What follows belongs to an exercise in optimizing a design on an open flow for small area, a short achievable clock period and few clock cycles; a production flow would make more cautious choices.
The RTL was checked by simulation tests, not by an equivalence proof against the original design.
Power is estimated from default activity; no workload was simulated.

==> flow/design.v <==
package exe_pkg;
    localparam int BUS_W = 256;
    localparam logic [3:0] MainMemEn    = 4'd1;
    localparam logic [3:0] MatrixAluEn  = 4'd2;
    localparam logic [3:0] IntegerAluEn = 4'd3;
    localparam logic [3:0] ExecuteEn    = 4'd4;
    localparam logic [7:0] MMult1     = 8'h00;
    localparam logic [7:0] MAdd       = 8'h01;
    localparam logic [7:0] MSub       = 8'h02;
    localparam logic [7:0] MTranspose = 8'h03;
    localparam logic [7:0] MScale     = 8'h04;
    localparam logic [7:0] MScaleImm  = 8'h05;
    localparam logic [7:0] IntAdd     = 8'h10;
    localparam logic [7:0] IntSub     = 8'h11;
    localparam logic [7:0] IntMult    = 8'h12;
    localparam logic [7:0] IntDiv     = 8'h13;
    localparam logic [7:0] STOP       = 8'hFF;
    typedef enum logic [1:0] {IDLE, CALC, DONE} alu_state_t;
    typedef enum logic {MD_MULT, MD_DIV} md_mode_t;
endpackage
module integer_alu
#(
    parameter int         DATA_W  = 64,
    parameter logic [3:0] UNIT_ID = exe_pkg::IntegerAluEn
) (
    input  logic                Clk,
    input  logic                nReset,
    input  logic [15:0]         address,
    input  logic [7:0]          opcode,
    input  logic                nRead,
    input  logic                nWrite,
    input  logic [2*DATA_W-1:0] ExeDataOut,
    output logic [DATA_W-1:0]   IntDataOut,
    output logic                IntBusy,
    output logic                IntDivZero
);
    localparam int AW = DATA_W + 1;         
    localparam int LG = $clog2(AW);
    localparam int NB = DATA_W / 4;         
    logic [DATA_W-1:0] x_q, y_q, p_q;
    logic              x64_q;               
    logic              s_first_q, s_mul_q, s_div_q;
    logic [1:0]        op_q;                
    logic              known_q;             
    logic              busy_q, dz_q;
    logic [6:0]        cnt_q;               
    logic              a_x_q, a_p_q, a_s1_q;
    logic              b_y_q, b_one_q, b_two_q, inv_q;
    logic              accept, unused_bus;
    logic [DATA_W-1:0] in_a, in_b;
    logic [DATA_W/8-1:0] nz_a, nz_b, th_a, th_b;
    logic              c_mul, c_swap;
    logic [1:0]        c_my;
    logic [AW-1:0]     op_a, op_b, sum;
    logic              neg;
    logic              y_hi_zero, y_zero, f_div_go;
    logic [DATA_W-1:0] r8;
    logic [NB-1:0]     nz_r, nz_d, hi_d;
    logic              skip;
    logic [6:0]        cnt_d;
    assign accept     = (address[15:12] == UNIT_ID) && !nWrite && !busy_q;
    assign unused_bus = ^{nRead, address[11:0]};
    assign in_a  = ExeDataOut[DATA_W-1:0];
    assign in_b  = ExeDataOut[2*DATA_W-1:DATA_W];
    assign c_mul = (opcode == exe_pkg::IntMult);
    for (genvar k = 0; k < DATA_W/8; k++) begin : g_nz
        assign nz_a[k] = |in_a[8*k+7:8*k];
        assign nz_b[k] = |in_b[8*k+7:8*k];
        assign th_a[k] = |nz_a[DATA_W/8-1:k];
        assign th_b[k] = |nz_b[DATA_W/8-1:k];
    end
    assign c_swap = |(th_b & ~th_a);
    assign c_my   = c_swap ? in_a[1:0] : in_b[1:0];
    assign op_a = ({AW{a_x_q}}  & {1'b0, x_q})
                | ({AW{a_p_q}}  & {1'b0, p_q})
                | ({AW{a_s1_q}} & {x_q, p_q[DATA_W-1]});
    assign op_b = (({AW{b_y_q}}   & {1'b0, y_q})
                |  ({AW{b_one_q}} & {1'b0, x_q})
                |  ({AW{b_two_q}} & {1'b0, x_q[DATA_W-2:0], 1'b0})) ^ {AW{inv_q}};
    logic [AW-1:0] pg_g [0:LG];
    logic [AW-1:0] pg_p [0:LG];
    assign pg_g[0] = (op_a & op_b) | {{(AW-1){1'b0}}, (op_a[0] ^ op_b[0]) & inv_q};
    assign pg_p[0] = op_a ^ op_b;
    for (genvar l = 0; l < LG; l++) begin : g_lvl
        for (genvar i = 0; i < AW; i++) begin : g_bit
            if ((i >> l) & 1) begin : g_op
                localparam int J = ((i >> l) << l) - 1;
                assign pg_g[l+1][i] = pg_g[l][i] | (pg_p[l][i] & pg_g[l][J]);
                assign pg_p[l+1][i] = pg_p[l][i] & pg_p[l][J];
            end else begin : g_pass
                assign pg_g[l+1][i] = pg_g[l][i];
                assign pg_p[l+1][i] = pg_p[l][i];
            end
        end
    end
    assign sum = pg_p[0] ^ {pg_g[LG][AW-2:0], inv_q};
    assign neg = sum[AW-1];
    assign y_hi_zero = (y_q[DATA_W-1:1] == '0);
    assign y_zero    = y_hi_zero && !y_q[0];
    assign f_div_go  = known_q && (op_q == 2'd3) && !y_zero && !neg;
    assign r8 = {x_q[DATA_W-9:0], p_q[DATA_W-1:DATA_W-8]};
    for (genvar k = 0; k < NB; k++) begin : g_nib
        assign nz_r[k] = |r8[4*k+3:4*k];
        assign nz_d[k] = |y_q[4*k+3:4*k];
        if (k == NB - 1) begin : g_top
            assign hi_d[k] = 1'b1;
        end else begin : g_low
            assign hi_d[k] = ~|nz_d[NB-1:k+1];
        end
    end
    assign skip  = inv_q && !x64_q && (x_q[DATA_W-1:DATA_W-8] == '0) && !cnt_q[6]
                && (cnt_q[5:3] != 3'd7) && !(|(nz_r & hi_d));
    assign cnt_d = cnt_q + (skip ? 7'd8 : 7'd1);
    always_ff @(posedge Clk) begin
        if (!nReset) begin
            busy_q    <= 1'b0;
            s_first_q <= 1'b0;
            s_mul_q   <= 1'b0;
            s_div_q   <= 1'b0;
            dz_q      <= 1'b0;
        end else begin
            if (accept) begin
                busy_q    <= 1'b1;
                s_first_q <= !c_mul;
                s_mul_q   <= c_mul;
                dz_q      <= 1'b0;
            end
            if (s_first_q) begin
                s_first_q <= 1'b0;
                s_div_q   <= f_div_go;
                busy_q    <= f_div_go;
                dz_q      <= known_q && (op_q == 2'd3) && y_zero;
            end
            if (s_mul_q && y_hi_zero) begin
                s_mul_q <= 1'b0;
                busy_q  <= 1'b0;
            end
            if (s_div_q && cnt_d[6]) begin
                s_div_q <= 1'b0;
                busy_q  <= 1'b0;
            end
        end
    end
    always_ff @(posedge Clk) begin
        if (accept) begin
            op_q    <= opcode[1:0];
            known_q <= (opcode[7:2] == 6'b000100);
        end
        if (s_first_q) cnt_q <= '0;
        else if (s_div_q) cnt_q <= cnt_d;
    end
    always_ff @(posedge Clk) begin
        if (!busy_q) begin
            a_x_q   <= !c_mul;
            a_p_q   <= 1'b0;
            a_s1_q  <= 1'b0;
            b_y_q   <= !c_mul;
            b_one_q <= c_mul && c_my[0];
            b_two_q <= c_mul && c_my[1] && !c_my[0];
            inv_q   <= c_mul ? c_my[1] : (opcode[1:0] != 2'd0);
        end else if (s_first_q) begin
            a_x_q   <= 1'b0;
            a_s1_q  <= 1'b1;
            inv_q   <= 1'b1;
        end else if (s_mul_q) begin
            a_p_q   <= 1'b1;
            b_one_q <= y_q[2] ^ y_q[1];
            b_two_q <= (y_q[3] & ~y_q[2] & ~y_q[1]) | (~y_q[3] & y_q[2] & y_q[1]);
            inv_q   <= y_q[3] & ~(y_q[2] & y_q[1]);
        end else if (s_div_q) begin
            inv_q   <= skip || !neg;
        end
    end
    always_ff @(posedge Clk) begin
        if (!nReset) begin
            p_q <= '0;
        end else if (accept) begin
            p_q <= in_a;
        end else if (s_first_q) begin
            if (known_q && !op_q[1]) p_q <= sum[DATA_W-1:0];
            else if (!f_div_go)      p_q <= {DATA_W{known_q && (op_q == 2'd3) && y_zero}};
        end else if (s_mul_q) begin
            p_q <= sum[DATA_W-1:0];
        end else if (s_div_q) begin
            p_q <= skip ? {p_q[DATA_W-9:0], 8'h00} : {p_q[DATA_W-2:0], !neg};
        end
    end
    always_ff @(posedge Clk) begin
        if (accept) begin
            x_q <= (c_mul && c_swap) ? in_b : in_a;
            y_q <= (c_mul && c_swap) ? in_a : in_b;
        end else if (s_first_q) begin
            if (op_q[0]) begin
                x_q   <= '0;
                x64_q <= 1'b0;
            end
        end else if (s_mul_q) begin
            x_q <= {x_q[DATA_W-3:0], 2'b00};
            y_q <= {2'b00, y_q[DATA_W-1:2]};
        end else if (s_div_q) begin
            x_q   <= skip ? r8 : sum[DATA_W-1:0];
            x64_q <= skip ? 1'b0 : sum[DATA_W];
        end
    end
    assign IntDataOut = p_q;
    assign IntBusy    = busy_q;
    assign IntDivZero = dz_q;
endmodule
==> flow/flow/run.sh <==
#!/bin/bash
set -euo pipefail
bash standard.sh "BUFFER_PORTS_ARGS=-buffer_cell sky130_fd_sc_hd__buf_1" finish > standard.log 2>&1
==> flow/standard.sh <==
#!/bin/bash
# synth_recipe.tcl (not shown) runs the flow's synth.tcl, then flattens the netlist and writes it again
# the make line also repeats each setting of config.mk as NAME=value (left out here)
make -C /OpenROAD-flow-scripts/flow DESIGN_CONFIG=/design/flow/config.mk WORK_HOME=/design/flow/orfs CLKGATE_MAP_FILE= SYNTH_SCRIPT=/design/flow/synth_recipe.tcl "${@:-finish}"
==> flow/config.mk <==
export PLATFORM = sky130hd
export DESIGN_NAME = integer_alu
export DESIGN_NICKNAME = integer_alu
export VERILOG_FILES = /design/flow/design.v
export SDC_FILE = /design/flow/constraint.sdc
export NUM_CORES = 4
export LEC_CHECK = 0
export CAP_MARGIN = 20
export CORE_MARGIN = 2
export CORE_UTILIZATION = 40
export PLACE_DENSITY = 0.6
export SETUP_SLACK_MARGIN = 2.5
export SLEW_MARGIN = 20
export TNS_END_PERCENT = 0
==> flow/constraint.sdc <==
create_clock -name core_clock -period 6.5 [get_ports {Clk}]
set_input_delay 1.3000 -clock core_clock [delete_from_list [all_inputs] [get_ports {Clk}]]
set_output_delay 1.3000 -clock core_clock [all_outputs]
set_load 0.01 [all_outputs]
==> results of run 1 <==
-- where the power goes --
group	internal [µW]	switching, µW
Clock	902	656
Sequential	1500	37.0
Combinational	431	590
-- final cells by class --
| cell class | instances | area [µm²] |
|---|---|---|
| clock buffer | 35 | 726 |
| sequential | 215 | 5680 |
| inverter | 94 | 353 |
| multi-input combinational | 1618 | 11900 |
| clock inverter | 14 | 153 |
| tap | 600 | 751 |
| fill | 4395 | 23900 |
| timing repair buffer | 311 | 1910 |
-- flip-flops by register name, summed over array words and instances (netlist names), 2 cells and up --
signal and cells:
y_q 64, p_q 64, x_q 64, cnt_q 7, op_q 2
-- cells in the final DEF (no fill, tap or decap), types with 41 or more instances in the layout --
master and instances:
a21oi_1 171, a222oi_1 127, buf_1 208, buf_4 75, dfxtp_1 75, edfxtp_1 137
ha_1 65, inv_1 91, mux2i_1 180, nand2_1 216, nor2_1 79, nor4_1 54
o211ai_1 53, o21ai_0 132, o221ai_1 41, o22ai_1 50, xnor2_1 82
-- cells by family after synthesis --
kind of cell    synth area share, %
fa+ha+maj                      5.22
mux                            10.3
xor+xnor                       5.86
flops                          30.9
buf+inv                        6.61
simple gates                   12.9
compound gates                 28.3
-- timing repair --
action	CTS	global route
cloned	6	1
pin swaps	67	32
setup endpoints to repair	196	196
gates resized for setup	70	38
setup buffers	42	12
hold buffers	0	0
-- stage by stage --
| stage | hold slack, ps | total power (µW) | util, % | cells | area, µm² |
|---|---|---|---|---|---|
| finish | 515 | 4110 | 47.4 | 2887 | 21500 |
| CTS | 518 | 4040 | 46.7 | 2874 | 21200 |
| global placement | 485 | 2410 | 42.9 | 2777 | 19500 |
| floorplan | 467 | 2180 | - | 2111 | 18400 |
| global route | 538 | 4260 | 47.4 | 2887 | 21500 |
| detailed placement | 502 | 2430 | 42.9 | 2777 | 19500 |
-- layer usage --
layer | part of all wire, % | track usage (%) | wire length (µm) | up-vias
met5 | 0 | 0 | 0 | -
met4 | 5.0 | 14.9 | 4020 | 0
met3 | 12 | 6.46 | 9960 | 262
met2 | 43 | 48.8 | 34400 | 1485
met1 | 40 | 44.4 | 32100 | 9569
li1 | - | - | - | 8576
-- how the worst max path moves through the flow --
stage,startpoint,end,slack (ps),cells after the start
2_1_floorplan,nWrite,x_q[0],2260,8
3_3_place_gp,ExeDataOut[0],x_q[54],1200,11
3_5_place_dp,ExeDataOut[0],x_q[54],1110,11
4_1_cts,b_y_q,p_q[0],2200,17
5_1_grt,b_y_q,x_q[60],1930,18
6_report,ExeDataOut[0],x_q[32],2050,12
-- worst max-delay path: cells and delay by family --
family	cells	cell delay, ps
AOI/OAI and AO/OA	6	1800
and+or+nand+nor	2	630
buffers and inverters	3	540
muxes	1	380
==> impl_metrics.env, run 1 <==
export IMPL_crit_top_cell="a31oi_1"
export IMPL_diodes=0
export IMPL_vias=19900
export IMPL_synth_commonest_cells="220 x nand2_1, 182 x a21oi_1, 180 x mux2i_1"
export IMPL_worst_skew_pair_late_latency_ps=580
export IMPL_worstPathCellList="buf_1 > nor4_1 > a31oi_1 > o211ai_1 > a31oi_1 > o21a_1 > o31ai_4 > nor2b_4 > buf_12 > buf_16 > mux2i_1 > o22ai_1"
export IMPL_die_w_um=218
export IMPL_grt_max_degree=70
export IMPL_rsz0062_at_grt="true"
export IMPL_skew_ps=14.6
export IMPL_worstHoldPathCells=2
export IMPL_hold_viol=0
export IMPL_hp_class="reg -> reg"
export IMPL_die_area_um2=47700
export IMPL_cts_buffers=27
export IMPL_initialDrtViolationCount=3540
export IMPL_tns_ps=0
export IMPL_worstReg2RegStart="b_y_q"
export IMPL_synthesis_nets=2340
export IMPL_synth_most_common_cell="nand2_1"
export IMPL_wire_per_inst_um=27.9
export IMPL_synth_area_top_cells="edfxtp_1 22%, mux2i_1 9.8%, dfxtp_1 8.5%"
export IMPL_dp_hpwl_um=52900
export IMPL_antenna_found_initial=0
export IMPL_path_class="in -> reg"
export IMPL_cts_reportedPaths_clkPinSlew_ps=70
export IMPL_outcome="complete, no violations"
export IMPL_hold_start="cnt_q[0]"
export IMPL_core_area_um2=45400
export IMPL_synth_area_um2=18400
export IMPL_setup_viol=0
export IMPL_synth_distinct_cells=80
export IMPL_synth_top_area_share_pct=22.4
export IMPL_fmax_ghz=0.225
export IMPL_ios=222
export IMPL_reg2reg_depth=17
export IMPL_clock_sinks=215
export IMPL_cpPeakStageDelay_ps=480
export IMPL_post_route_drc_count=0
export IMPL_async_flop_share_pct=0
export IMPL_syn_mean_instance_area_um2=8.71
export IMPL_cp_start_kind="primary input"
export IMPL_grt_pass1_vias=18700
export IMPL_setup_slack_ps=2050
export IMPL_r2r_slack_ps=2060
export IMPL_cp_max_fo=36
export IMPL_synth_seq_cells=215
export IMPL_yosys_warnings=3
export IMPL_synth_ff_type="edfxtp_1"
export IMPL_fin_crit_sh_pct=68.4
export IMPL_root_buffer="clkbuf_16"
export IMPL_area_growth_pct=17.0
export IMPL_rows=78
export IMPL_drive_above_1_share_pct=10.7
export IMPL_maxCapViolations=0
export IMPL_cp_arrival_ps=4750
export IMPL_htreeDepth=1
export IMPL_r2r_end="p_q[61]"
export IMPL_start_util_pct=40.5
export IMPL_wl_um=80400
export IMPL_hold_end="cnt_q[0]"
export IMPL_overflow=0
export IMPL_die_h_um=218
export IMPL_portBuffers=208
export IMPL_grt_pass1_wl_um=118000
export IMPL_synthCells=2111
export IMPL_cellPowerDensity_nw_per_um2=191
export IMPL_maxSlewViolCount=0
export IMPL_synth_edf_count=137
export IMPL_worst_slew_pin_transition_ps=1090
export IMPL_relSlewSlack_pct=27.3
export IMPL_drt_pass1_iter_count=12
export IMPL_ir_drop_uv=157
export IMPL_place_ws_ps=1110
export IMPL_grt_total_usage_pct=32.4
export IMPL_cts_tree="done"
export IMPL_worstPathRequired_ps=6800
export IMPL_antenna_left=0
export IMPL_routabilityCongestion=0.956
export IMPL_nets=2496
export IMPL_synth_seq_area_share_pct=30.9
export IMPL_crit_slowest_cell="o31ai_4"
export IMPL_endpoint_kind="flip-flop"
export IMPL_fin_crit_ps=4450
export IMPL_yosysTopAreaCell="edfxtp_1"
export IMPL_cts_max_path_buffers=3
export IMPL_p_leak_uw=0.00729
export IMPL_viasPerCell=6.89
Testbench counts, summed over its fixed seeds: cycles 19,096.
==> run 2: changes to the inputs <==
--- a/flow/design.v
+++ b/flow/design.v
@@ -39,20 +39,21 @@
     localparam int NB = DATA_W / 4;         
     logic [DATA_W-1:0] x_q, y_q, p_q;
-    logic              x64_q;               
+    logic              y64_q;               
     logic              s_first_q, s_mul_q, s_div_q;
     logic [1:0]        op_q;                
     logic              known_q;             
     logic              busy_q, dz_q;
+    logic              xz_q;                
+    logic              yhz_q;               
     logic [6:0]        cnt_q;               
-    logic              a_x_q, a_p_q, a_s1_q;
-    logic              b_y_q, b_one_q, b_two_q, inv_q;
+    logic              a_p_q, a_s1_q;
+    logic              b_one_q, b_two_q, inv_q;
     logic              accept, unused_bus;
-    logic [DATA_W-1:0] in_a, in_b;
+    logic [DATA_W-1:0] in_a, in_b, in_m;
     logic [DATA_W/8-1:0] nz_a, nz_b, th_a, th_b;
     logic              c_mul, c_swap;
-    logic [1:0]        c_my;
     logic [AW-1:0]     op_a, op_b, sum;
     logic              neg;
-    logic              y_hi_zero, y_zero, f_div_go;
+    logic              f_div_go;
     logic [DATA_W-1:0] r8;
     logic [NB-1:0]     nz_r, nz_d, hi_d;
@@ -71,10 +72,8 @@
     end
     assign c_swap = |(th_b & ~th_a);
-    assign c_my   = c_swap ? in_a[1:0] : in_b[1:0];
-    assign op_a = ({AW{a_x_q}}  & {1'b0, x_q})
-                | ({AW{a_p_q}}  & {1'b0, p_q})
-                | ({AW{a_s1_q}} & {x_q, p_q[DATA_W-1]});
-    assign op_b = (({AW{b_y_q}}   & {1'b0, y_q})
-                |  ({AW{b_one_q}} & {1'b0, x_q})
+    assign in_m   = c_swap ? in_a : in_b;
+    assign op_a = ({AW{a_p_q}}  & {1'b0, p_q})
+                | ({AW{a_s1_q}} & {y_q, p_q[DATA_W-1]});
+    assign op_b = (({AW{b_one_q}} & {1'b0, x_q})
                 |  ({AW{b_two_q}} & {1'b0, x_q[DATA_W-2:0], 1'b0})) ^ {AW{inv_q}};
     logic [AW-1:0] pg_g [0:LG];
@@ -96,11 +95,9 @@
     assign sum = pg_p[0] ^ {pg_g[LG][AW-2:0], inv_q};
     assign neg = sum[AW-1];
-    assign y_hi_zero = (y_q[DATA_W-1:1] == '0);
-    assign y_zero    = y_hi_zero && !y_q[0];
-    assign f_div_go  = known_q && (op_q == 2'd3) && !y_zero && !neg;
-    assign r8 = {x_q[DATA_W-9:0], p_q[DATA_W-1:DATA_W-8]};
+    assign f_div_go = known_q && (op_q == 2'd3) && !xz_q && !neg;
+    assign r8 = {y_q[DATA_W-9:0], p_q[DATA_W-1:DATA_W-8]};
     for (genvar k = 0; k < NB; k++) begin : g_nib
         assign nz_r[k] = |r8[4*k+3:4*k];
-        assign nz_d[k] = |y_q[4*k+3:4*k];
+        assign nz_d[k] = |x_q[4*k+3:4*k];
         if (k == NB - 1) begin : g_top
             assign hi_d[k] = 1'b1;
@@ -109,5 +106,5 @@
         end
     end
-    assign skip  = inv_q && !x64_q && (x_q[DATA_W-1:DATA_W-8] == '0) && !cnt_q[6]
+    assign skip  = inv_q && !y64_q && (y_q[DATA_W-1:DATA_W-8] == '0) && !cnt_q[6]
                 && (cnt_q[5:3] != 3'd7) && !(|(nz_r & hi_d));
     assign cnt_d = cnt_q + (skip ? 7'd8 : 7'd1);
@@ -130,7 +127,7 @@
                 s_div_q   <= f_div_go;
                 busy_q    <= f_div_go;
-                dz_q      <= known_q && (op_q == 2'd3) && y_zero;
-            end
-            if (s_mul_q && y_hi_zero) begin
+                dz_q      <= known_q && (op_q == 2'd3) && xz_q;
+            end
+            if (s_mul_q && yhz_q) begin
                 s_mul_q <= 1'b0;
                 busy_q  <= 1'b0;
@@ -146,4 +143,5 @@
             op_q    <= opcode[1:0];
             known_q <= (opcode[7:2] == 6'b000100);
+            xz_q    <= (in_b == '0);
         end
         if (s_first_q) cnt_q <= '0;
@@ -152,13 +150,11 @@
     always_ff @(posedge Clk) begin
         if (!busy_q) begin
-            a_x_q   <= !c_mul;
+            a_p_q   <= !c_mul;
+            a_s1_q  <= 1'b0;
+            b_one_q <= !c_mul || in_m[0];
+            b_two_q <= c_mul && in_m[1] && !in_m[0];
+            inv_q   <= c_mul ? in_m[1] : (opcode[1:0] != 2'd0);
+        end else if (s_first_q) begin
             a_p_q   <= 1'b0;
-            a_s1_q  <= 1'b0;
-            b_y_q   <= !c_mul;
-            b_one_q <= c_mul && c_my[0];
-            b_two_q <= c_mul && c_my[1] && !c_my[0];
-            inv_q   <= c_mul ? c_my[1] : (opcode[1:0] != 2'd0);
-        end else if (s_first_q) begin
-            a_x_q   <= 1'b0;
             a_s1_q  <= 1'b1;
             inv_q   <= 1'b1;
@@ -179,5 +175,5 @@
         end else if (s_first_q) begin
             if (known_q && !op_q[1]) p_q <= sum[DATA_W-1:0];
-            else if (!f_div_go)      p_q <= {DATA_W{known_q && (op_q == 2'd3) && y_zero}};
+            else if (!f_div_go)      p_q <= {DATA_W{known_q && (op_q == 2'd3) && xz_q}};
         end else if (s_mul_q) begin
             p_q <= sum[DATA_W-1:0];
@@ -188,17 +184,17 @@
     always_ff @(posedge Clk) begin
         if (accept) begin
-            x_q <= (c_mul && c_swap) ? in_b : in_a;
-            y_q <= (c_mul && c_swap) ? in_a : in_b;
+            x_q   <= (c_mul && !c_swap) ? in_a : in_b;
+            y_q   <= in_m;
+            yhz_q <= (in_m[DATA_W-1:1] == '0);
         end else if (s_first_q) begin
-            if (op_q[0]) begin
-                x_q   <= '0;
-                x64_q <= 1'b0;
-            end
+            y_q   <= '0;
+            y64_q <= 1'b0;
         end else if (s_mul_q) begin
-            x_q <= {x_q[DATA_W-3:0], 2'b00};
-            y_q <= {2'b00, y_q[DATA_W-1:2]};
+            x_q   <= {x_q[DATA_W-3:0], 2'b00};
+            y_q   <= {2'b00, y_q[DATA_W-1:2]};
+            yhz_q <= (y_q[DATA_W-1:3] == '0);
         end else if (s_div_q) begin
-            x_q   <= skip ? r8 : sum[DATA_W-1:0];
-            x64_q <= skip ? 1'b0 : sum[DATA_W];
+            y_q   <= skip ? r8 : sum[DATA_W-1:0];
+            y64_q <= skip ? 1'b0 : sum[DATA_W];
         end
     end
==> impl_metrics.env, run 2 <==
export IMPL_endpoint_kind="flip-flop"
export IMPL_grt_max_degree=188
export IMPL_relSlewSlack_pct=22.9
export IMPL_yosysTopAreaCell="edfxtp_1"
export IMPL_vias=19200
export IMPL_area_growth_pct=19.6
export IMPL_mostFrequentLayoutCell="nand2_1"
export IMPL_cellPowerDensity_nw_per_um2=172
export IMPL_power_switching_uw=1050
export IMPL_diodes=0
export IMPL_fin_cells=2901
export IMPL_yosys_area_share_xor_xnor_pct=5.77
export IMPL_cts_buffers=28
export IMPL_synth_most_common_cell="nand2_1"
export IMPL_synth_ff_type="edfxtp_1"
export IMPL_grt_pass1_wl_um=115000
export IMPL_rsz0062_at_grt="true"
export IMPL_wire_per_inst_um=27.8
export IMPL_post_route_drc_count=0
export IMPL_synthesis_nets=2330
export IMPL_die_w_um=218
export IMPL_overflow=0
export IMPL_drive_above_1_share_pct=15.7
export IMPL_outcome="complete, no violations"
export IMPL_antenna_found_initial=1
export IMPL_cts_max_path_buffers=3
export IMPL_wl_um=80700
export IMPL_cp_max_fo=8
export IMPL_synth_distinct_cells=83
export IMPL_p_leak_uw=0.00837
export IMPL_portBuffers=208
export IMPL_synth_edf_count=138
export IMPL_drt_met1_wl_um=31700
export IMPL_switching_share_pct=27.8
export IMPL_clock_sinks=215
export IMPL_synth_commonest_cells="287 x nand2_1, 166 x mux2i_1, 138 x edfxtp_1"
export IMPL_wl_met3_um=8890
export IMPL_route_met2_wl_um=35200
export IMPL_fmax_ghz=0.243
export IMPL_dp_hpwl_um=53400
export IMPL_internal_power_uw=2730
export IMPL_drt_pass1_iter_count=7
export IMPL_fin_crit_sh_pct=63.2
export IMPL_rows=78
export IMPL_hp_class="reg -> reg"
export IMPL_core_area_um2=45400
export IMPL_yosys_warnings=3
export IMPL_synth_top_area_share_pct=22.6
export IMPL_die_area_um2=47700
export IMPL_dp_cells=2777
export IMPL_routabilityCongestion=0.982
export IMPL_grt_pass1_vias=17600
export IMPL_synthCells=2102
export IMPL_skew_ps=11.4
export IMPL_setup_viol=0
export IMPL_tns_ps=0
export IMPL_start_util_pct=40.5
export IMPL_worst_slew_pin_transition_ps=1160
export IMPL_cts_hold_buf=0
export IMPL_cp_arrival_ps=4560
export IMPL_syn_mean_instance_area_um2=8.74
export IMPL_nets=2507
export IMPL_antenna_left=0
export IMPL_cts_reportedPaths_clkPinSlew_ps=60
export IMPL_cts_tree="done"
export IMPL_root_buffer="clkbuf_16"
export IMPL_viasPerCell=6.63
export IMPL_pwr_share_seq_pct=39.6
export IMPL_path_class="reg -> reg"
export IMPL_grt_total_usage_pct=31.7
export IMPL_synth_area_top_cells="edfxtp_1 23%, mux2i_1 9.0%, dfxtp_1 8.4%"
export IMPL_largestRegisters="p_q (64), x_q (64), y_q (64)"
export IMPL_most_common_layout_cells="282 x nand2_1, 207 x buf_1, 165 x mux2i_1"
export IMPL_cp_start_kind="flip-flop"
export IMPL_p_clk_share_pct=45.1
export IMPL_synth_area_um2=18400
export IMPL_maxCapViolations=0
export IMPL_maxSlewViolCount=0
export IMPL_synth_seq_cells=215
export IMPL_async_flop_share_pct=0
export IMPL_synth_seq_area_share_pct=31.0
export IMPL_synthAdderAreaFrac_pct=5.15
export IMPL_synth_compound_area_share_pct=28.6
export IMPL_die_h_um=218
export IMPL_worstPathRequired_ps=6950
export IMPL_ir_drop_uv=133
export IMPL_ios=222
export IMPL_combPwrFrac_pct=15.3
export IMPL_htreeDepth=1
export IMPL_fin_crit_ps=4110
export IMPL_yosys_area_share_simple_pct=14.9
export IMPL_initialDrtViolationCount=2599
export IMPL_worst_skew_pair_late_latency_ps=580
export IMPL_synth_top_family_by_area="compound AO/OA/AOI/OAI gates"
export IMPL_hold_viol=0
export IMPL_synth_mux_area_share_pct=9.35
export IMPL_routed_top_layer="met5"
-- run 2: final cells by class --
cell class,instances,area [µm²]
inverter,27,106
timing repair buffer,318,1960
sequential,215,5690
multi-input combinational,1689,12500
fill,4363,23400
clock inverter,18,193
clock buffer,34,797
tap,600,751
-- run 2: kinds of logic (layout without fill, tap and decap cells) --
kind of cell / count (synthesis) / count (layout)
DFF: 215 / 215
xor gates and xnor gates: 121 / 121
and+or+nand+nor: 590 / 591
adders and majority gates: 72 / 72
muxes: 171 / 171
AOI/OAI and AO/OA: 734 / 734
buffers and inverters: 199 / 397
-- run 2: power by group through the flow --
stage / Sequential [µW] / Clock [µW] / Combinational, µW
finish: 1500 / 1710 / 579
global route: 1500 / 1760 / 620
detailed placement: 1530 / 0 / 491
CTS: 1500 / 1720 / 513
global placement: 1530 / 0 / 484
floorplan: 1510 / 0 / 329
-- run 2: what timing repair did --
| item | in CTS | in global routing |
|---|---|---|
| cloned | 4 | 5 |
| pin swaps | 4 | 66 |
| endpoints found under the setup margin | 157 | 195 |
| setup buffers | 15 | 48 |
| gates resized for setup | 40 | 143 |
-- run 2: worst max-delay path, cell delays in order (launching register included) --
cell and delay, ps:
edfxtp_1 470, buf_6 190, buf_12 160, a22oi_2 210, xnor2_2 170, ha_2 350, and3_2 230, a221o_1 350
a31oi_4 200, o221ai_4 150, nand3b_1 240, a21oi_4 120, or3_4 360, and3_4 290, buf_6 160, buf_4 150
o2111ai_2 80, o21ai_2 70
-- run 2: per-stage QoR --
step	instance area, µm²	total power, µW	setup slack [ps]	hold slack, ps	utilization [%]
2_1_floorplan	18400	1840	2050	467	-
3_3_place_gp	19500	2010	1290	482	42.9
3_5_place_dp	19500	2020	1170	503	42.9
4_1_cts	20900	3720	2340	512	46.0
5_1_grt	22000	3880	2310	526	48.4
6_report	22000	3790	2390	511	48.4
-- run 2: routing by layer --
layer | up-vias | global-route usage, %
li1 | 8448 | -
met4 | 2 | 14.9
met3 | 282 | 5.21
met1 | 9249 | 43.2
met5 | - | 0
met2 | 1254 | 49.0
-- run 2: worst paths after layout --
| check | from | slack (ps) | endpoint | cells past startpoint |
|---|---|---|---|---|
| min reg2reg | cnt_q[3] | 510 | cnt_q[3] | 2 |
| max | b_one_q | 2390 | p_q[48] | 17 |
| min | cnt_q[3] | 510 | cnt_q[3] | 2 |
| max reg2reg | b_one_q | 2390 | p_q[48] | 17 |
Testbench counts of run 2, summed over its fixed seeds: cycles 19,096.
==> run 3: changes to the inputs <==
--- a/flow/config.mk
+++ b/flow/config.mk
@@ -8,6 +8,6 @@
 export CAP_MARGIN = 20
 export CORE_MARGIN = 2
-export CORE_UTILIZATION = 40
-export PLACE_DENSITY = 0.6
+export CORE_UTILIZATION = 60
+export PLACE_DENSITY = 0.75
 export SETUP_SLACK_MARGIN = 2.5
 export SLEW_MARGIN = 20
==> impl_metrics.env, run 3 <==
export IMPL_outcome="complete, no violations"
export IMPL_worst_path_buf_inv=4
export IMPL_cpPeakStageDelay_ps=420
export IMPL_crit_cells=17
export IMPL_cpLargestDelayFamily="compound AO/OA/AOI/OAI gates"
export IMPL_yosys_warnings=3
export IMPL_hold_start="cnt_q[0]"
export IMPL_hold_end="cnt_q[0]"
export IMPL_cp_arrival_ps=4600
export IMPL_grt_pass1_vias=18100
export IMPL_nets=2498
export IMPL_ios=222
export IMPL_synthCells=2102
export IMPL_synth_top_area_share_pct=22.6
export IMPL_yosysTopAreaCell="edfxtp_1"
export IMPL_largestRegisters="p_q (64), x_q (64), y_q (64)"
export IMPL_synth_area_um2=18400
export IMPL_grt_pass1_wl_um=110000
export IMPL_synth_most_common_cell="nand2_1"
export IMPL_skew_ps=21.2
export IMPL_relSlewSlack_pct=25.0
export IMPL_worstPathCellList="buf_6 > buf_12 > a22oi_2 > xnor2_1 > ha_4 > a21o_1 > a31o_4 > a211o_1 > a21o_4 > o21ai_4 > a21oi_4 > or3_4 > and3_4 > buf_12 > buf_16 > o2111ai_1 > nand2_1"
export IMPL_antenna_found_initial=0
export IMPL_root_buffer="clkbuf_16"
export IMPL_cp_start_kind="flip-flop"
export IMPL_clock_sinks=215
export IMPL_maxCapViolations=0
export IMPL_synth_seq_area_share_pct=31.0
export IMPL_viasPerCell=7.51
export IMPL_setup_viol=0
export IMPL_wire_per_inst_um=28.7
export IMPL_diodes=0
export IMPL_synth_commonest_cells="287 x nand2_1, 166 x mux2i_1, 138 x edfxtp_1"
export IMPL_cellPowerDensity_nw_per_um2=171
export IMPL_post_route_drc_count=0
export IMPL_dp_hpwl_um=49700
export IMPL_rows=64
export IMPL_rsz0062_at_grt="true"
export IMPL_worst_slew_pin_transition_ps=1120
export IMPL_cts_max_path_buffers=3
export IMPL_worst_skew_pair_late_latency_ps=560
export IMPL_multi_input_area_um2=12300
export IMPL_grt_total_usage_pct=45.6
export IMPL_die_w_um=179
export IMPL_vias=20200
export IMPL_synth_edf_count=138
export IMPL_cts_reportedPaths_clkPinSlew_ps=60
export IMPL_die_h_um=179
export IMPL_synth_distinct_cells=83
export IMPL_p_leak_uw=0.00817
export IMPL_wl_um=77100
export IMPL_synth_seq_cells=215
export IMPL_fin_crit_sh_pct=64.0
export IMPL_worstHoldPathCells=2
export IMPL_endpoint_kind="flip-flop"
export IMPL_cp_max_fo=26
export IMPL_tns_ps=0
export IMPL_core_area_um2=30300
export IMPL_r2r_end="p_q[29]"
export IMPL_seq_area_um2=5690
export IMPL_maxSlewViolCount=0
export IMPL_r2r_slack_ps=2340
export IMPL_crit_top_cell="buf_12"
export IMPL_die_area_um2=32000
export IMPL_grt_max_degree=103
export IMPL_start_util_pct=60.5
export IMPL_ir_drop_uv=201
export IMPL_overflow=0
export IMPL_crit_slowest_cell="or3_4"
export IMPL_mostFrequentLayoutCell="nand2_1"
export IMPL_reg2reg_depth=17
export IMPL_cts_hold_buf=0
export IMPL_worstReg2RegStart="b_one_q"
export IMPL_drive_above_1_share_pct=13.4
export IMPL_async_flop_share_pct=0
export IMPL_area_growth_pct=15.8
export IMPL_htreeDepth=1
export IMPL_hp_class="reg -> reg"
export IMPL_synth_ff_type="edfxtp_1"
export IMPL_routabilityCongestion=1.01
export IMPL_finish_utilization_pct=70.1
export IMPL_initialDrtViolationCount=3354
export IMPL_fmax_ghz=0.240
export IMPL_synth_area_top_cells="edfxtp_1 23%, mux2i_1 9.0%, dfxtp_1 8.4%"
export IMPL_hold_viol=0
export IMPL_drt_pass1_iter_count=10
export IMPL_synthesis_nets=2330
export IMPL_cts_buffers=26
export IMPL_antenna_left=0
export IMPL_cts_tree="done"
export IMPL_path_class="reg -> reg"
export IMPL_fin_crit_ps=4160
export IMPL_syn_mean_instance_area_um2=8.74
export IMPL_most_common_layout_cells="283 x nand2_1, 207 x buf_1, 166 x mux2i_1"
export IMPL_portBuffers=208
export IMPL_n_fill_cell=2515
export IMPL_worstPathRequired_ps=6940
[run 3: cell count changes in the layout (fill, tap and decap cells not counted), sizes merged]
cell / previous run / this run
clkinv: 15 / 8
buf: 310 / 305
and2: 8 / 10
bufbuf: 2 / 1
[run 3: cell families (layout without fill, tap and decap cells)]
logic type	after synthesis	in the layout	share of synthesized area, %
AO/OA/AOI/OAI	734	734	28.6
AND/OR/NAND/NOR	590	593	14.9
flip-flops	215	215	31.0
buffers and inverters	199	384	5.20
multiplexers	171	171	9.35
XOR/XNOR	121	121	5.77
adder cells (fa/ha/maj)	72	72	5.15
[run 3: power by group]
part | switching, µW | internal (µW) | total (µW)
Combinational | 335 | 220 | 555
Sequential | 23.6 | 1470 | 1500
Clock | 643 | 950 | 1590
[run 3: area by class of cell]
class                      instances  area share, %
sequential                       215           26.7
timing repair buffer             309           8.55
clock inverter                    11          0.735
clock buffer                      37           3.49
tap                              396           2.33
multi-input combinational       1691           57.7
inverter                          27          0.488
[run 3: how the worst max path moves through the flow]
stage,endpoint,start
detailed placement,p_q[10],a_p_q
floorplan,y64_q,nWrite
global placement,p_q[10],a_p_q
finish,p_q[29],b_one_q
CTS,y_q[45],b_one_q
global route,p_q[51],b_one_q
[run 3: metrics by stage]
step                area, µm²  power, µW  instances  hold slack [ps]  worst slack (ps)
global route            21300       3730       2686              557              2230
finish                  21300       3650       2686              506              2340
CTS                     20700       3580       2649              515              2340
floorplan               18400       1840       2102              467              2050
detailed placement      19200       2010       2569              499              1330
global placement        19200       2000       2569              483              1470
[run 3: metal layers]
layer	share of wire (%)	wire length [µm]	GRT usage [%]
met1	36	27800	61.6
met2	42	32000	67.3
met3	15	11800	11.1
met4	7.0	5430	23.5
met5	0	0	0
[run 3: worst register-to-register path, stage by stage (launching register included)]
cell,delay (ps)
edfxtp_1,380
buf_6,180
buf_12,160
a22oi_2,220
xnor2_1,190
ha_4,270
a21o_1,200
a31o_4,240
a211o_1,350
a21o_4,250
o21ai_4,280
a21oi_4,130
or3_4,420
and3_4,220
buf_12,130
buf_16,160
o2111ai_1,190
nand2_1,80
[run 3: repair_timing]
item                                    4_1_cts  5_1_grt
setup buffers                                27       34
hold endpoints to repair                      0        0
resized for setup                            48       79
pin swaps                                    15       49
endpoints found under the setup margin      203      186
gates cloned                                  5        3
==> run 4: changes to the inputs <==
--- a/flow/design.v
+++ b/flow/design.v
@@ -184,17 +184,26 @@
     always_ff @(posedge Clk) begin
         if (accept) begin
-            x_q   <= (c_mul && !c_swap) ? in_a : in_b;
+            x_q <= (c_mul && !c_swap) ? in_a : in_b;
+        end else if (s_mul_q) begin
+            x_q <= {x_q[DATA_W-3:0], 2'b00};
+        end
+    end
+    always_ff @(posedge Clk) begin
+        if (!busy_q) begin
             y_q   <= in_m;
+            y64_q <= 1'b0;
             yhz_q <= (in_m[DATA_W-1:1] == '0);
         end else if (s_first_q) begin
             y_q   <= '0;
             y64_q <= 1'b0;
-        end else if (s_mul_q) begin
-            x_q   <= {x_q[DATA_W-3:0], 2'b00};
+            yhz_q <= 1'b1;
+        end else if (s_mul_q) begin
             y_q   <= {2'b00, y_q[DATA_W-1:2]};
+            y64_q <= 1'b0;
             yhz_q <= (y_q[DATA_W-1:3] == '0);
-        end else if (s_div_q) begin
+        end else begin
             y_q   <= skip ? r8 : sum[DATA_W-1:0];
             y64_q <= skip ? 1'b0 : sum[DATA_W];
+            yhz_q <= 1'b1;
         end
     end
--- a/flow/config.mk
+++ b/flow/config.mk
@@ -8,6 +8,6 @@
 export CAP_MARGIN = 20
 export CORE_MARGIN = 2
-export CORE_UTILIZATION = 60
-export PLACE_DENSITY = 0.75
+export CORE_UTILIZATION = 40
+export PLACE_DENSITY = 0.6
 export SETUP_SLACK_MARGIN = 2.5
 export SLEW_MARGIN = 20
==> impl_metrics.env, run 4 <==
export IMPL_root_buffer="clkbuf_16"
export IMPL_synthAdderAreaFrac_pct=5.33
export IMPL_synth_area_um2=17800
export IMPL_hold_end="cnt_q[3]"
export IMPL_antenna_found_initial=0
export IMPL_synthesis_nets=2326
export IMPL_fin_cells=2854
export IMPL_relSlewSlack_pct=18.9
export IMPL_synth_area_top_cells="dfxtp_1 16%, edfxtp_1 12%, mux2i_1 11%"
export IMPL_ios=222
export IMPL_p_leak_uw=0.00797
export IMPL_r2r_end="p_q[53]"
export IMPL_worst_slew_pin_transition_ps=1210
export IMPL_dp_hpwl_um=54300
export IMPL_die_w_um=215
export IMPL_worstPathCellList="buf_6 > a22oi_1 > xnor2_1 > ha_1 > a21o_1 > a31oi_1 > o211ai_1 > a21oi_1 > a21boi_2 > o21ai_0 > nand2_1 > a221oi_1 > a21oi_1"
export IMPL_routabilityCongestion=0.978
export IMPL_most_common_layout_cells="234 x nand2_1, 207 x buf_1, 191 x mux2i_1"
export IMPL_fin_crit_ps=4200
export IMPL_area_growth_pct=14.5
export IMPL_cts_hold_buf=0
export IMPL_fmax_ghz=0.238
export IMPL_wire_per_inst_um=27.3
export IMPL_drt_pass1_iter_count=6
export IMPL_cellPowerDensity_nw_per_um2=177
export IMPL_reg2reg_depth=13
export IMPL_worst_skew_pair_late_latency_ps=580
export IMPL_die_h_um=215
export IMPL_synth_seq_cells=215
export IMPL_hold_start="cnt_q[3]"
export IMPL_maxSlewViolCount=0
export IMPL_setup_viol=0
export IMPL_hold_viol=0
export IMPL_start_util_pct=40.3
export IMPL_dp_cells=2776
export IMPL_htreeDepth=1
export IMPL_wl_um=78000
export IMPL_overflow=0
export IMPL_yosysTopAreaCell="dfxtp_1"
export IMPL_async_flop_share_pct=0
export IMPL_skew_ps=18.0
export IMPL_grt_pass1_wl_um=114000
export IMPL_viasPerCell=6.57
export IMPL_hp_class="reg -> reg"
export IMPL_tns_ps=0
export IMPL_synth_seq_area_share_pct=28.3
export IMPL_synth_commonest_cells="234 x nand2_1, 191 x mux2i_1, 174 x o21ai_0"
export IMPL_worst_path_buf_inv=1
export IMPL_nets=2469
export IMPL_crit_top_cell="a21oi_1"
export IMPL_r2r_slack_ps=2300
export IMPL_cts_reportedPaths_clkPinSlew_ps=70
export IMPL_clock_sinks=215
export IMPL_worstSetupStartpoint="b_one_q"
export IMPL_synth_top_area_share_pct=16.1
export IMPL_fin_crit_sh_pct=64.7
export IMPL_synthCells=2098
export IMPL_crit_slowest_cell="a221oi_1"
export IMPL_post_route_drc_count=0
export IMPL_worstHoldPathCells=2
export IMPL_largestRegisters="p_q (64), x_q (64), y_q (64)"
export IMPL_synth_edf_count=72
export IMPL_cts_max_path_buffers=3
export IMPL_initialDrtViolationCount=2258
export IMPL_syn_mean_instance_area_um2=8.46
export IMPL_cts_tree="done"
export IMPL_maxCapViolations=0
export IMPL_ir_drop_uv=142
export IMPL_path_class="reg -> reg"
export IMPL_die_area_um2=46100
export IMPL_rsz0062_at_grt="true"
export IMPL_synth_distinct_cells=85
export IMPL_synth_ff_type="dfxtp_1"
export IMPL_cp_start_kind="flip-flop"
export IMPL_outcome="complete, no violations"
export IMPL_antenna_left=0
export IMPL_cp_max_fo=28
export IMPL_cp_arrival_ps=4630
export IMPL_cts_buffers=27
export IMPL_yosys_area_share_simple_pct=14.5
export IMPL_worstReg2RegStart="b_one_q"
export IMPL_synth_top_family_by_area="compound AO/OA/AOI/OAI gates"
export IMPL_mostFrequentLayoutCell="nand2_1"
export IMPL_endpoint_kind="flip-flop"
export IMPL_portBuffers=208
export IMPL_worstPathRequired_ps=6930
export IMPL_synth_compound_area_share_pct=29.9
export IMPL_vias=18800
export IMPL_cpPeakStageDelay_ps=580
export IMPL_synth_most_common_cell="nand2_1"
export IMPL_grt_pass1_vias=18200
export IMPL_n_fill_cell=4444
export IMPL_grt_total_usage_pct=32.1
export IMPL_rows=77
export IMPL_drive_above_1_share_pct=8.53
export IMPL_core_area_um2=44000
export IMPL_grt_max_degree=89
export IMPL_yosys_area_share_xor_xnor_pct=5.62
export IMPL_diodes=0
export IMPL_yosys_warnings=3
export IMPL_synth_mux_area_share_pct=11.5
export IMPL_cpLargestDelayFamily="compound AO/OA/AOI/OAI gates"
run 4: cell types whose count changed after synthesis, sizes merged, moves of 13 or more:
cell / previous run / this run
a211oi: 8 / 21
nand3: 63 / 43
o21ai: 205 / 180
a21boi: 6 / 36
o221ai: 22 / 50
o211ai: 18 / 34
nand2: 287 / 234
dfxtp: 77 / 143
o2111ai: 43 / 1
edfxtp: 138 / 72
a221oi: 24 / 8
a31oi: 9 / 23
mux2i: 166 / 191
run 4: cell type report:
cell class | instances | area (µm²) | area share [%]
well taps | 592 | 741 | 3.64
repair buffers | 276 | 1490 | 7.32
inverters | 28 | 105 | 0.517
clock buffers | 36 | 749 | 3.69
flip-flops and latches | 215 | 5030 | 24.7
multi-input cells | 1693 | 12100 | 59.5
clock inverters | 14 | 118 | 0.579
run 4: worst max-delay path by stage:
stage | end | slack [ps] | cells past startpoint
final | p_q[53] | 2300 | 13
after global routing | p_q[53] | 2210 | 17
after CTS | p_q[37] | 2310 | 15
after detailed placement | y_q[59] | 1280 | 11
after global placement | y_q[58] | 1380 | 11
after floorplan | p_q[26] | 2470 | 16
run 4: timing repair:
item	in CTS	in global routing
setup endpoints to repair	188	195
setup buffers	11	11
gates cloned	1	4
pin swaps	6	5
resized for setup	23	25
run 4: kinds of logic (layout without fill, tap and decap cells):
logic type | after synthesis | in the layout
muxes | 203 | 203
buffers and inverters | 192 | 354
adders and majority gates | 72 | 72
AOI/OAI and AO/OA | 760 | 762
xor gates and xnor gates | 114 | 114
DFF | 215 | 215
and+or+nand+nor | 542 | 542
run 4: stage by stage:
stage / instance area [µm²] / utilization, % / hold WS (ps) / total power (µW) / setup WS, ps
floorplan: 17800 / - / 459 / 1840 / 2470
global placement: 18900 / 43.0 / 485 / 2040 / 1380
detailed placement: 19000 / 43.1 / 502 / 2050 / 1280
CTS: 20000 / 45.5 / 514 / 3570 / 2310
global route: 20300 / 46.2 / 542 / 3700 / 2210
finish: 20300 / 46.2 / 512 / 3590 / 2300
run 4: worst register-to-register path: stages, from the launching register on:
cell	delay (ps)
edfxtp_1	480
buf_6	240
a22oi_1	270
xnor2_1	110
ha_1	400
a21o_1	220
a31oi_1	240
o211ai_1	230
a21oi_1	530
a21boi_2	230
o21ai_0	250
nand2_1	120
a221oi_1	580
a21oi_1	150
run 4: metal layers:
metal	wire length, µm	part of all wire (%)	GRT usage [%]	up-vias
li1	-	-	-	8349
met1	32300	41	43.3	9068
met2	34500	44	50.6	1130
met3	7620	9.8	5.69	207
met4	3540	4.5	13.3	0
met5	0	0	0	-
run 4: report_power, final:
group | leakage (µW) | internal, µW | switching, µW | total (µW)
combinational | 0.00569 | 216 | 351 | 567
sequential | 0.00185 | 1420 | 65.6 | 1490
clock | 0.000431 | 883 | 651 | 1530
total | 0.00797 | 2520 | 1070 | 3590
Testbench counts of run 4, summed over its fixed seeds: cycles 19,096.
==> run 5: changes to the inputs <==
--- a/flow/design.v
+++ b/flow/design.v
@@ -140,5 +140,5 @@
     end
     always_ff @(posedge Clk) begin
-        if (accept) begin
+        if (!busy_q) begin
             op_q    <= opcode[1:0];
             known_q <= (opcode[7:2] == 6'b000100);
@@ -183,5 +183,5 @@
     end
     always_ff @(posedge Clk) begin
-        if (accept) begin
+        if (!busy_q) begin
             x_q <= (c_mul && !c_swap) ? in_a : in_b;
         end else if (s_mul_q) begin
==> impl_metrics.env, run 5 <==
export IMPL_outcome="complete, no violations"
export IMPL_antenna_found_initial=1
export IMPL_antenna_left=0
export IMPL_synth_top_area_share_pct=16.4
export IMPL_drive_above_1_share_pct=12.3
export IMPL_r2r_slack_ps=2220
export IMPL_synth_seq_cells=215
export IMPL_viasPerCell=6.69
export IMPL_synth_distinct_cells=88
export IMPL_cts_reportedPaths_clkPinSlew_ps=70
export IMPL_p_leak_uw=0.00784
export IMPL_async_flop_share_pct=0
export IMPL_synth_commonest_cells="242 x nand2_1, 161 x mux2i_1, 150 x nor2_1"
export IMPL_worstReg2RegStart="b_one_q"
export IMPL_relSlewSlack_pct=27.7
export IMPL_synth_edf_count=72
export IMPL_worst_path_buf_inv=2
export IMPL_wire_per_inst_um=28.2
export IMPL_syn_mean_instance_area_um2=8.23
export IMPL_drt_pass1_iter_count=7
export IMPL_worst_slew_pin_transition_ps=1080
export IMPL_maxSlewViolCount=0
export IMPL_ios=222
export IMPL_synth_area_um2=17400
export IMPL_skew_ps=16.1
export IMPL_portBuffers=208
export IMPL_hold_start="cnt_q[6]"
export IMPL_rows=76
export IMPL_initialDrtViolationCount=2645
export IMPL_cts_max_path_buffers=3
export IMPL_synthCells=2119
export IMPL_diodes=0
export IMPL_cts_hold_buf=0
export IMPL_htreeDepth=1
export IMPL_worst_skew_pair_late_latency_ps=590
export IMPL_die_area_um2=45300
export IMPL_root_buffer="clkbuf_16"
export IMPL_tns_ps=0
export IMPL_endpoint_kind="flip-flop"
export IMPL_fin_crit_sh_pct=66.6
export IMPL_setup_viol=0
export IMPL_overflow=0
export IMPL_reg2reg_depth=20
export IMPL_fmax_ghz=0.231
export IMPL_hp_class="reg -> reg"
export IMPL_post_route_drc_count=0
export IMPL_worstPathCellList="buf_1 > nor4_1 > nand4_1 > nor3_2 > a21boi_1 > o22a_4 > buf_12 > mux2_2 > a222oi_1 > o21ai_1"
export IMPL_vias=19500
export IMPL_nets=2530
export IMPL_mostFrequentLayoutCell="nand2_1"
export IMPL_grt_pass1_vias=18500
export IMPL_dp_hpwl_um=55600
export IMPL_hold_end="cnt_q[6]"
export IMPL_routabilityCongestion=0.978
export IMPL_cpLargestDelayFamily="compound AO/OA/AOI/OAI gates"
export IMPL_synth_most_common_cell="nand2_1"
export IMPL_grt_total_usage_pct=35.2
export IMPL_cp_start_kind="primary input"
export IMPL_grt_pass1_wl_um=119000
export IMPL_ir_drop_uv=188
export IMPL_cellPowerDensity_nw_per_um2=202
export IMPL_worstHoldPathCells=2
export IMPL_hold_viol=0
export IMPL_maxCapViolations=0
export IMPL_path_class="in -> reg"
export IMPL_area_growth_pct=19.0
export IMPL_most_common_layout_cells="235 x nand2_1, 207 x buf_1, 159 x mux2i_1"
export IMPL_die_w_um=213
export IMPL_synthesis_nets=2347
export IMPL_core_area_um2=43100
export IMPL_synth_ff_type="dfxtp_1"
export IMPL_crit_slowest_cell="a21boi_1"
export IMPL_grt_max_degree=88
export IMPL_yosys_warnings=3
export IMPL_fin_crit_ps=4330
export IMPL_holdWs_ps=507
export IMPL_rsz0062_at_grt="true"
export IMPL_synth_seq_area_share_pct=28.8
export IMPL_synth_area_top_cells="dfxtp_1 16%, edfxtp_1 12%, mux2i_1 9.2%"
export IMPL_cts_tree="done"
export IMPL_r2r_end="p_q[56]"
export IMPL_yosysTopAreaCell="dfxtp_1"
export IMPL_largestRegisters="p_q (64), x_q (64), y_q (64)"
export IMPL_worstPathRequired_ps=6970
export IMPL_cpPeakStageDelay_ps=520
export IMPL_total_power_uw=4200
export IMPL_n_fill_cell=4234
export IMPL_cts_buffers=29
export IMPL_cp_max_fo=42
export IMPL_clock_sinks=215
export IMPL_die_h_um=213
export IMPL_cp_arrival_ps=4800
export IMPL_start_util_pct=40.5
export IMPL_wl_um=82100
run 5: cell type report:
cell class	instances	area (µm²)	area share, %
sequential	215	5030	24.2
clock inverter	13	140	0.675
timing repair buffer	309	1780	8.58
multi-input combinational	1704	12100	58.3
inverter	43	161	0.778
tap	585	732	3.53
clock buffer	40	808	3.90
run 5: cells by family after synthesis:
group / synth area share, %
AOI/OAI and AO/OA: 29.1
and+or+nand+nor: 16.6
DFF: 28.8
buffers and inverters: 5.20
muxes: 9.50
xor gates and xnor gates: 5.42
adders and majority gates: 5.42
run 5: where the power goes:
| part | switching, µW | internal [µW] | total [µW] |
|---|---|---|---|
| Clock | 690 | 981 | 1670 |
| Sequential | 124 | 1470 | 1590 |
| Combinational | 546 | 391 | 936 |
| Total | 1360 | 2840 | 4200 |
run 5: worst max path at each step:
stage               cells after the start            start       to
floorplan                              12   ExeDataOut[69]    inv_q
global placement                       10   ExeDataOut[99]  x_q[61]
detailed placement                     10   ExeDataOut[99]  x_q[61]
CTS                                    18          b_one_q  p_q[51]
global route                           20          b_one_q  p_q[56]
finish                                 10  ExeDataOut[112]  y_q[43]
run 5: layer usage:
| metal | share of wire (%) | track usage [%] | up-vias |
|---|---|---|---|
| li1 | - | - | 8463 |
| met2 | 43 | 53.7 | 1347 |
| met3 | 11 | 7.32 | 282 |
| met4 | 5.7 | 17.8 | 2 |
| met1 | 40 | 46.9 | 9380 |
| met5 | 0.013 | 0 | - |
run 5: what timing repair did:
item / 4_1_cts / 5_1_grt
pin swaps: 32 / 12
cloned: 8 / 0
buffers inserted: 43 / 8
resized for setup: 107 / 30
hold endpoints to repair: 0 / 0
setup endpoints to repair: 187 / 181
run 5: stage by stage:
step / std cells / area, µm² / util [%] / worst slack [ps]
2_1_floorplan: 2119 / 17500 / - / 2490
3_3_place_gp: 2797 / 18700 / 43.3 / 1200
3_5_place_dp: 2797 / 18700 / 43.3 / 1140
4_1_cts: 2901 / 20500 / 47.7 / 2340
5_1_grt: 2909 / 20700 / 48.2 / 2140
6_report: 2909 / 20700 / 48.2 / 2170
run 5: worst reg2reg max path: stages, from the launching register on:
cell and delay, ps:
edfxtp_1 380, buf_6 170, buf_12 160, a22oi_2 200, xor2_1 110, fa_2 380
nor2b_4 140, o2111ai_2 170, a21boi_2 190, o211a_1 280, o211ai_1 120, buf_4 190
a2111oi_4 340, buf_4 200, mux2i_4 100, a21oi_4 240, buf_6 150, nor2_4 40
buf_6 180, buf_4 150, a221oi_1 300
Testbench counts of run 5, summed over its fixed seeds: cycles 19,096.
==> run 6: changes to the inputs <==
--- a/flow/design.v
+++ b/flow/design.v
@@ -140,5 +140,5 @@
     end
     always_ff @(posedge Clk) begin
-        if (!busy_q) begin
+        if (accept) begin
             op_q    <= opcode[1:0];
             known_q <= (opcode[7:2] == 6'b000100);
@@ -183,5 +183,5 @@
     end
     always_ff @(posedge Clk) begin
-        if (!busy_q) begin
+        if (accept) begin
             x_q <= (c_mul && !c_swap) ? in_a : in_b;
         end else if (s_mul_q) begin
--- a/flow/config.mk
+++ b/flow/config.mk
@@ -12,3 +12,3 @@
 export SETUP_SLACK_MARGIN = 2.5
 export SLEW_MARGIN = 20
-export TNS_END_PERCENT = 0
+export TNS_END_PERCENT = 10
==> impl_metrics.env, run 6 <==
export IMPL_dp_hpwl_um=54300
export IMPL_grt_max_degree=89
export IMPL_worst_skew_pair_late_latency_ps=590
export IMPL_multi_input_area_um2=12400
export IMPL_async_flop_share_pct=0
export IMPL_overflow=0
export IMPL_core_area_um2=44000
export IMPL_grt_total_usage_pct=32.7
export IMPL_synth_ff_type="dfxtp_1"
export IMPL_mostFrequentLayoutCell="nand2_1"
export IMPL_root_buffer="clkbuf_16"
export IMPL_outcome="complete, no violations"
export IMPL_syn_mean_instance_area_um2=8.46
export IMPL_ios=222
export IMPL_fin_crit_ps=4110
export IMPL_fmax_ghz=0.243
export IMPL_cp_start_kind="flip-flop"
export IMPL_cp_arrival_ps=4550
export IMPL_relSlewSlack_pct=22.4
export IMPL_vias=19100
export IMPL_maxSlewViolCount=0
export IMPL_cts_hold_buf=0
export IMPL_initialDrtViolationCount=2349
export IMPL_synth_area_top_cells="dfxtp_1 16%, edfxtp_1 12%, mux2i_1 11%"
export IMPL_total_power_uw=3640
export IMPL_synth_distinct_cells=85
export IMPL_worstSetupStartpoint="a_s1_q"
export IMPL_fin_crit_sh_pct=63.3
export IMPL_synthesis_nets=2326
export IMPL_grt_pass1_wl_um=116000
export IMPL_setup_slack_ps=2390
export IMPL_post_route_drc_count=0
export IMPL_nets=2512
export IMPL_clock_sinks=215
export IMPL_grt_pass1_vias=18400
export IMPL_viasPerCell=6.58
export IMPL_rsz0062_at_grt="true"
export IMPL_die_w_um=215
export IMPL_path_class="reg -> reg"
export IMPL_wl_um=79200
export IMPL_portBuffers=208
export IMPL_synthCells=2098
export IMPL_synth_area_um2=17800
export IMPL_area_growth_pct=18.9
export IMPL_synth_top_area_share_pct=16.1
export IMPL_n_fill_cell=4378
export IMPL_maxCapViolations=0
export IMPL_routabilityCongestion=0.978
export IMPL_synth_seq_area_share_pct=28.3
export IMPL_die_area_um2=46100
export IMPL_synth_edf_count=72
export IMPL_worst_slew_pin_transition_ps=1160
export IMPL_worstPathRequired_ps=6940
export IMPL_synth_commonest_cells="234 x nand2_1, 191 x mux2i_1, 174 x o21ai_0"
export IMPL_ir_drop_uv=143
export IMPL_antenna_left=0
export IMPL_cellPowerDensity_nw_per_um2=172
export IMPL_skew_ps=21.7
export IMPL_drt_pass1_iter_count=6
export IMPL_diodes=0
export IMPL_antenna_found_initial=0
export IMPL_synth_seq_cells=215
export IMPL_endpoint_kind="flip-flop"
export IMPL_hp_class="reg -> reg"
export IMPL_htreeDepth=1
export IMPL_rows=77
export IMPL_start_util_pct=40.3
export IMPL_hold_viol=0
export IMPL_yosys_warnings=3
export IMPL_cts_buffers=27
export IMPL_yosysTopAreaCell="dfxtp_1"
export IMPL_hold_start="cnt_q[6]"
export IMPL_drive_above_1_share_pct=12.3
export IMPL_cp_max_fo=34
export IMPL_worstReg2RegStart="a_s1_q"
export IMPL_largestRegisters="p_q (64), x_q (64), y_q (64)"
export IMPL_place_ws_ps=1280
export IMPL_tns_ps=0
export IMPL_seq_area_um2=5030
export IMPL_synth_most_common_cell="nand2_1"
export IMPL_setup_viol=0
export IMPL_most_common_layout_cells="234 x nand2_1, 207 x buf_1, 191 x mux2i_1"
export IMPL_die_h_um=215
export IMPL_wire_per_inst_um=27.4
export IMPL_cts_max_path_buffers=3
export IMPL_cts_reportedPaths_clkPinSlew_ps=60
export IMPL_p_leak_uw=0.00833
export IMPL_cts_tree="done"
[run 6: changes by cell type in the layout (fill, tap and decap cells not counted), moves of 12 or more]
| cell | change |
|---|---|
| o21ai_0 | +39 |
| a221oi_1 | -16 |
| ha_1 | -12 |
| mux2i_1 | +32 |
| o22ai_1 | -21 |
| a21oi_1 | -22 |
| nor2_1 | -68 |
| a221oi_2 | -16 |
| inv_1 | -16 |
| a21boi_1 | +25 |
| o211ai_1 | +21 |
| nand3_1 | +12 |
| o221ai_1 | +41 |
| o21ai_1 | -19 |
[run 6: repair_timing]
| action | in CTS | in global routing |
|---|---|---|
| setup buffers | 21 | 40 |
| gates resized for setup | 49 | 73 |
| hold endpoints to repair | 0 | 0 |
| pin swaps | 12 | 39 |
| endpoints found under the setup margin | 188 | 196 |
| gates cloned | 4 | 5 |
[run 6: logic make-up (layout without fill, tap and decap cells)]
group           after synthesis  in the layout  synth area share [%]
fa+ha+maj                    72             72                  5.33
buf+inv                     192            397                  4.80
flops                       215            215                  28.3
mux                         203            203                  11.5
xor+xnor                    114            114                  5.62
simple gates                542            542                  14.5
compound gates              760            762                  29.9
[run 6: worst max-delay path: stages, from the launching register on]
cell and delay, ps:
dfxtp_2 340, buf_6 320, buf_8 310, a22o_1 200, ha_1 280, buf_4 160
a21o_1 170, a31oi_1 210, o211ai_1 200, a21o_2 300, o21ai_4 220, buf_4 160
buf_4 120, nand2_1 80, a21o_1 240, a221oi_1 530, a21oi_1 130
[run 6: worst paths after layout]
kind              endpoint  slack (ps)  cells after the start
hold reg to reg   cnt_q[6]         510                      2
setup reg to reg   p_q[55]        2390                     16
setup / recovery   p_q[55]        2390                     16
hold / removal    cnt_q[6]         510                      2
[run 6: layout make-up]
cell class	instances	share of cell area (%)
Timing Repair Buffer	319	9.23
Multi-Input combinational cell	1693	58.8
Tap cell	592	3.51
Sequential cell	215	23.8
Inverter	28	0.510
Clock buffer	36	3.55
Clock inverter	14	0.557
[run 6: power by group]
group / switching [µW] / total, µW / internal [µW] / leakage (µW)
combinational: 367 / 614 / 247 / 0.00604
clock: 653 / 1540 / 883 / 0.000431
sequential: 65.6 / 1490 / 1420 / 0.00185
total: 1090 / 3640 / 2550 / 0.00833
[run 6: metrics by stage]
step	utilization, %	hold slack [ps]	cell area, µm²	std cells
finish	48.0	514	21100	2897
global route	48.0	542	21100	2897
CTS	46.1	514	20300	2851
detailed placement	43.1	502	19000	2776
global placement	43.0	485	18900	2775
floorplan	-	459	17800	2098
[run 6: per-layer routing]
metal	GRT usage [%]	wire length, µm	up-vias
li1	-	-	8434
met4	14.0	3770	0
met5	0	0	-
met2	51.5	34800	1202
met3	6.43	8200	223
met1	43.6	32400	9206
Testbench counts of run 6, summed over its fixed seeds: cycles 19,096.
==> run 7: changes to the inputs <==
--- a/flow/config.mk
+++ b/flow/config.mk
@@ -8,7 +8,8 @@
 export CAP_MARGIN = 20
 export CORE_MARGIN = 2
-export CORE_UTILIZATION = 40
-export PLACE_DENSITY = 0.6
+export CORE_UTILIZATION = 60
+export CTS_BUF_LIST = sky130_fd_sc_hd__clkbuf_8
+export PLACE_DENSITY = 0.75
 export SETUP_SLACK_MARGIN = 2.5
 export SLEW_MARGIN = 20
-export TNS_END_PERCENT = 10
+export TNS_END_PERCENT = 0
==> impl_metrics.env, run 7 <==
export IMPL_root_buffer="clkbuf_8"
export IMPL_post_route_drc_count=0
export IMPL_synth_top_family_by_area="compound AO/OA/AOI/OAI gates"
export IMPL_synth_most_common_cell="nand2_1"
export IMPL_synth_compound_area_share_pct=29.9
export IMPL_portBuffers=208
export IMPL_maxCapViolations=0
export IMPL_core_area_um2=28900
export IMPL_wl_um=76100
export IMPL_die_area_um2=31000
export IMPL_setup_slack_ps=2460
export IMPL_outcome="complete, no violations"
export IMPL_yosys_warnings=3
export IMPL_area_growth_pct=18.5
export IMPL_die_w_um=176
export IMPL_initialDrtViolationCount=2840
export IMPL_grt_total_usage_pct=45.4
export IMPL_cts_tree="done"
export IMPL_yosysTopAreaCell="dfxtp_1"
export IMPL_vias=20000
export IMPL_synth_seq_cells=215
export IMPL_cp_start_kind="flip-flop"
export IMPL_place_ws_ps=1290
export IMPL_tns_ps=0
export IMPL_diodes=0
export IMPL_worst_skew_pair_late_latency_ps=580
export IMPL_mostFrequentLayoutCell="nand2_1"
export IMPL_ir_drop_uv=210
export IMPL_hp_class="reg -> reg"
export IMPL_largestRegisters="p_q (64), x_q (64), y_q (64)"
export IMPL_synth_area_top_cells="dfxtp_1 16%, edfxtp_1 12%, mux2i_1 11%"
export IMPL_cts_buffers=42
export IMPL_synth_distinct_cells=85
export IMPL_seq_area_um2=5030
export IMPL_cp_arrival_ps=4560
export IMPL_cellPowerDensity_nw_per_um2=169
export IMPL_die_h_um=176
export IMPL_routabilityCongestion=0.987
export IMPL_syn_mean_instance_area_um2=8.46
export IMPL_ios=222
export IMPL_fmax_ghz=0.247
export IMPL_synthesis_nets=2326
export IMPL_skew_ps=16.2
export IMPL_wire_per_inst_um=27.9
export IMPL_path_class="reg -> reg"
export IMPL_synth_seq_area_share_pct=28.3
export IMPL_multi_input_area_um2=12600
export IMPL_synthCells=2098
export IMPL_relSlewSlack_pct=24.2
export IMPL_worstPathCellList="nor4_1 > o21ai_0 > a21oi_1 > o211ai_1 > buf_4 > a21o_4 > inv_2 > ha_1 > a31oi_1 > nor2_1 > xor2_1 > nand2_1 > nand2_1 > nor2_1"
export IMPL_start_util_pct=61.4
export IMPL_cts_max_path_buffers=3
export IMPL_nets=2538
export IMPL_antenna_found_initial=0
export IMPL_fin_crit_ps=4040
export IMPL_synth_commonest_cells="234 x nand2_1, 191 x mux2i_1, 174 x o21ai_0"
export IMPL_synth_ff_type="dfxtp_1"
export IMPL_synth_area_um2=17800
export IMPL_synth_edf_count=72
export IMPL_overflow=0
export IMPL_cts_reportedPaths_clkPinSlew_ps=60
export IMPL_p_leak_uw=0.00840
export IMPL_setup_viol=0
export IMPL_viasPerCell=7.33
export IMPL_cts_hold_buf=0
export IMPL_synth_top_area_share_pct=16.1
export IMPL_rows=62
export IMPL_synth_mux_area_share_pct=11.5
export IMPL_worst_slew_pin_transition_ps=1130
export IMPL_rsz0062_at_grt="true"
export IMPL_antenna_left=0
## run 7: layer usage
metal / track usage (%) / wire length (µm)
met5: 0 / 0
met3: 10.2 / 10300
met1: 59.4 / 28000
met2: 68.7 / 32000
met4: 26.8 / 5740
## run 7: path summary, 6_finish.rpt
check	from	endpoint	slack [ps]	depth (start not counted)
worst max-delay path	y_q[13]	s_div_q	2460	14
worst min-delay path	yhz_q	s_mul_q	490	3
worst max register to register	y_q[13]	s_div_q	2460	14
worst min register to register	yhz_q	s_mul_q	490	3
## run 7: cell families (layout without fill, tap and decap cells)
kind of cell,Yosys count,in the layout
XOR/XNOR,114,114
AND/OR/NAND/NOR,542,542
adder cells (fa/ha/maj),72,72
flip-flops,215,215
AO/OA/AOI/OAI,760,763
multiplexers,203,203
buffers and inverters,192,434
## run 7: where the power goes
| part | switching (µW) | internal (µW) | total [µW] |
|---|---|---|---|
| Sequential | 66.1 | 1420 | 1490 |
| Clock | 661 | 766 | 1430 |
| Combinational | 375 | 257 | 632 |
| Total | 1100 | 2440 | 3550 |
## run 7: what timing repair did
| item | in CTS | in global routing |
|---|---|---|
| setup endpoints to repair | 183 | 164 |
| gates cloned | 4 | 5 |
| gates resized for setup | 32 | 113 |
| pin swaps | 18 | 54 |
| buffers inserted | 30 | 45 |
## run 7: critical path: cells and delay by family (launching register included)
family	cells	cell delay (ps)
XOR/XNOR	1	140
buffers and inverters	2	740
AND/OR/NAND/NOR	5	1210
AO/OA/AOI/OAI	5	1050
flip-flops	1	410
adder cells (fa/ha/maj)	1	400
## run 7: layout make-up
class / count / area share, %
multi-input combinational: 1694 / 59.9
sequential: 215 / 23.9
timing repair buffer: 329 / 9.34
clock buffer: 49 / 3.21
tap: 384 / 2.28
clock inverter: 28 / 0.809
inverter: 28 / 0.500
## run 7: metrics by stage
| stage | cells | total power [µW] | util (%) |
|---|---|---|---|
| after CTS | 2676 | 3440 | 69.1 |
| after global placement | 2565 | 2030 | 64.6 |
| after floorplan | 2098 | 1840 | - |
| after detailed placement | 2565 | 2040 | 64.6 |
| after global routing | 2727 | 3630 | 72.7 |
| final | 2727 | 3550 | 72.7 |

Setup slack of run 7, layout unchanged: 2.456 ns with ideal ports, 2.456 ns with driving cells assumed (clock clkbuf_16, inputs buf_2), 1.939 ns with port delays also shifted by the 0.622 ns mid clock arrival.
